This is an optimization exercise on Yosys and OpenROAD, whose aim is small area and few clock cycles, not a production implementation.
RTL that was checked went through simulation tests only; none was proved equivalent to the original.
The clock port is modelled as an ideal driver; clocking choices that lean on that would not hold on a real chip.
Power and IR drop assume default switching activity.

Setup of v25:
==> flow/design.v (excerpt) <==
module hid_key_report_to_ascii_typematic #(
  parameter int unsigned KEY_SLOTS = 6
) (
  input  logic                      clk_i,
  input  logic                      rst_ni,
  input  logic                      cfg_we_i,
  input  logic [hkt_pkg::CFG_IDX_W-1:0] cfg_idx_i,
  input  logic [7:0]                cfg_data_i,
  input  logic                      in_valid_i,
  output logic                      in_ready_o,
  input  logic                      op_i,
  input  logic [7:0]                modifier_bits_i,
  input  logic [7:0]                key_slot_0_i,
  input  logic [7:0]                key_slot_1_i,
  input  logic [7:0]                key_slot_2_i,
  input  logic [7:0]                key_slot_3_i,
  input  logic [7:0]                key_slot_4_i,
  input  logic [7:0]                key_slot_5_i,
  output logic                      out_valid_o,
  input  logic                      out_ready_i,
  output logic [7:0]                out_char_o,
  output logic                      char_valid_o,
  output logic                      last_o,
  output logic                      caps_lock_led_o,
  output logic                      num_lock_led_o,
  output logic                      led_report_changed_o
);
==> flow/config.mk <==
export PLATFORM = sky130hd
export DESIGN_NAME = hid_key_report_to_ascii_typematic
export DESIGN_NICKNAME = hid_key_report_to_ascii_typematic
export VERILOG_FILES = /design/flow/design.v
export SDC_FILE = /design/flow/constraint.sdc
export NUM_CORES = 4
export LEC_CHECK = 0
export CAP_MARGIN = 20
export CORE_MARGIN = 2
export CORE_UTILIZATION = 40
export SLEW_MARGIN = 20
export SYNTH_HIERARCHICAL = 1
==> flow/constraint.sdc <==
create_clock -name core_clock -period 10.0 [get_ports {clk_i}]
set_input_delay 2.0000 -clock core_clock [delete_from_list [all_inputs] [get_ports {clk_i}]]
set_output_delay 2.0000 -clock core_clock [all_outputs]
set_load 0.01 [all_outputs]
standard.sh (not shown) runs the stock make flow with config.mk's settings and CLKGATE_MAP_FILE= SYNTH_SCRIPT=/design/flow/synth_recipe.tcl, a recipe that flattens the netlist after the stock synthesis.
==> flow/flow/run.sh <==
#!/bin/bash
# The standard layout (the standard.sh, standard synthesis included), with these changes:
# the port buffers that global placement inserts are the smallest buffer cell instead of
# the default choice (every input and output port still gets its own buffer); clock tree
# synthesis uses clkbuf_8 buffers and adds no dummy loads; and after clock tree synthesis,
# cells on paths with slack are sized down (flow/post_cts.tcl).
# standard.sh's output goes to standard.log; each ORFS step keeps its own log under orfs/logs.
set -euo pipefail
export BUFFER_PORTS_ARGS="-buffer_cell sky130_fd_sc_hd__buf_1"
export CTS_ARGS="-sink_clustering_enable -repair_clock_nets -dont_use_dummy_load -buf_list sky130_fd_sc_hd__clkbuf_8"
export POST_CTS_TCL="$PWD/flow/post_cts.tcl"
bash standard.sh > standard.log 2>&1
==> flow/flow/post_cts.tcl <==
# Size down cells on paths with slack, then legalize the placement again.
estimate_parasitics -placement
repair_timing -recover_power 100 -verbose
detailed_placement
check_placement -verbose
report_design_area
Testbench counts of v25, summed over its fixed seeds: cycles 24,608.
Input-level comparison between v28 and v25:
--- a/flow/design.v
+++ b/flow/design.v
@@ -252,48 +252,56 @@
   input  logic            pvalid_i,
   input  logic            scan_i,
   input  logic [2:0]      p_i,
   input  logic [2:0]      h_i,
   output logic [2:0]      s_o,
   output logic            has_s_o,
   output logic            more_o,
   output logic [7:0]      skey_o,
   output logic [5:0]      row_o,
   output logic [5:0]      col_o
 );
-  logic [5:0] diag, cand, done, todo;
+  logic [5:0] diag, same, cand, done, todo;
   logic [7:0] hkey;
+  assign hkey = prev_i[h_i];
+  for (genvar j = 0; j < 6; j++) begin : g_cmp
+    hkt_eq8 u_diag (.a_i(slots_i[j]), .b_i(prev_i[j]), .eq_o(same[j]));
+    hkt_eq8 u_row  (.a_i(skey_o),     .b_i(prev_i[j]), .eq_o(row_o[j]));
+    hkt_eq8 u_col  (.a_i(slots_i[j]), .b_i(hkey),      .eq_o(col_o[j]));
+  end
   always_comb begin
     for (int i = 0; i < 6; i++) begin
-      diag[i] = pvalid_i && (slots_i[i] == prev_i[i]);
+      diag[i] = pvalid_i && same[i];
       cand[i] = !diag[i] && (slots_i[i] != 8'h00);
       done[i] = scan_i && (3'(i) <= p_i);
     end
     todo = cand & ~done;
     s_o  = 3'd0;
     for (int i = 5; i >= 0; i--) begin
       if (todo[i]) s_o = 3'(i);
     end
     has_s_o = |todo;
     more_o  = |(todo & ~(6'd1 << s_o));
     skey_o  = '0;
     for (int i = 0; i < 6; i++) begin
       if (todo[i] && (todo & ((6'd1 << i) - 6'd1)) == '0) skey_o = skey_o | slots_i[i];
     end
-    hkey    = prev_i[h_i];
-    for (int j = 0; j < 6; j++) begin
-      row_o[j] = skey_o == prev_i[j];
-      col_o[j] = slots_i[j] == hkey;
-    end
   end
 endmodule
+module hkt_eq8 (
+  input  logic [7:0] a_i,
+  input  logic [7:0] b_i,
+  output logic       eq_o
+);
+  assign eq_o = a_i == b_i;
+endmodule
 module hid_key_report_to_ascii_typematic #(
   parameter int unsigned KEY_SLOTS = 6
 ) (
   input  logic                      clk_i,
   input  logic                      rst_ni,
   input  logic                      cfg_we_i,
   input  logic [hkt_pkg::CFG_IDX_W-1:0] cfg_idx_i,
   input  logic [7:0]                cfg_data_i,
   input  logic                      in_valid_i,
   output logic                      in_ready_o,
   input  logic                      op_i,
@@ -332,23 +340,24 @@
   logic            shift, ctrl;
   logic [N-1:0]    row, col;
   logic [2:0]      s, h1;
   logic [7:0]      skey;
   logic            xl_any;
   logic            more, has_s, sseen, snew, sx, sc, sn, sup, ev_s, evr, chg_run;
   logic            hv0, present;
   logic            scan, step;
   logic            fire_c;
   logic            acc, acc_rep, acc_tick, acc_fire;
   logic            out_xfer, finishing, slot_free;
-  logic [2:0]      cur, kidx;
+  logic [2:0]      cur;
+  logic [N-1:0]    ksel;
   logic [7:0]      okey;
   logic            oup, octrl, onl;
   logic [1:0]      olen;
   logic [7:0]      obyte;
   logic            lane_end, pend_one;
   function automatic logic has_xlat(logic [7:0] k);
     has_xlat = (k >= 8'h04 && k <= 8'h38 && k != 8'h29 && k != 8'h2B)
             || (k >= 8'h3A && k <= 8'h45) || (k >= 8'h4F && k <= 8'h52)
             || k == 8'h4C || k == 8'h63;
   endfunction
   assign slots = {key_slot_5_i, key_slot_4_i, key_slot_3_i, key_slot_2_i, key_slot_1_i,
@@ -385,24 +394,27 @@
     h1      = 3'd0;
     for (int i = N - 1; i >= 0; i--) begin
       if (col[i]) h1 = 3'(i);
     end
   end
   always_comb begin
     cur = 3'd0;
     for (int i = N - 1; i >= 0; i--) begin
       if (pend_q[i]) cur = 3'(i);
     end
   end
-  assign kidx  = ofire_q ? h_q : cur;
-  assign okey  = prev_q[kidx];
+  always_comb begin
+    ksel = ofire_q ? (N'(1) << h_q) : (pend_q & ~(pend_q - 1'b1));
+    okey = '0;
+    for (int i = 0; i < N; i++) okey = okey | (ksel[i] ? prev_q[i] : 8'h00);
+  end
   assign oup   = ofire_q ? hup_q : oup_q[cur];
   assign octrl = ofire_q ? hctrl_q : pctrl_q;
   assign onl   = ofire_q ? hnl_q : onl_q;
   hkt_lane u_xlat (
     .key_i  (okey),
     .up_i   (oup),
     .ctrl_i (octrl),
     .nl_i   (onl),
     .idx_i  (bidx_q),
     .len_o  (olen),
     .byte_o (obyte)
--- outcome ---
- v28 and v25 ended up with roughly the same summed negative setup slack over all endpoints.
- v28: setup slack is 0.98 ns higher than what v25 reported.
- Final cycle utilization of the critical path in v28 is 9.8 points below v25.
- First-iteration DRC count was higher in the run labelled v25.
- Per the comparison of v28 with v25, final cell count fell by 10%, chip height moved down.
- Diff v25 -> v28: wire length of the first global-routing pass has decreased; fraction of area in multi-input gates now sits lower; hold slack increased by 0.0044 ns relative to the old numbers; sequential power lost 14%.
- Changes observed in v28 relative to v25: area growth from synthesis to layout grew by 0.56 points, fraction of met1 tracks used by global routing went up by 0.39 points, area of the die decreased by 8.4% relative to the old numbers.
No functional check of the RTL was part of v28.

[what the ideal ports hide]
In the flow no input, the clock included, has a driving cell. The finished layouts below were timed again as built, in two steps.
Step 1: set_driving_cell puts a clkbuf_16 on clk_i and a buf_2 on each other input, an assumption about the parent block.
Step 2 also shifts input and output timing later by t, the mid clock arrival at the registers, as if the neighbouring blocks saw the same clock.
a / b / c = ideal / step 1 / step 2; a / b = the first two.
run | t (ns) | setup WS [ns] | slew at the worst register clock pin (ns)
v25 | 0.432 | 0.819 / 0.777 / 1.066 | 0.12 / 0.12
v28 | 0.426 | 1.801 / 1.765 / 2.191 | 0.12 / 0.12
After both steps every run listed still meets setup and hold.
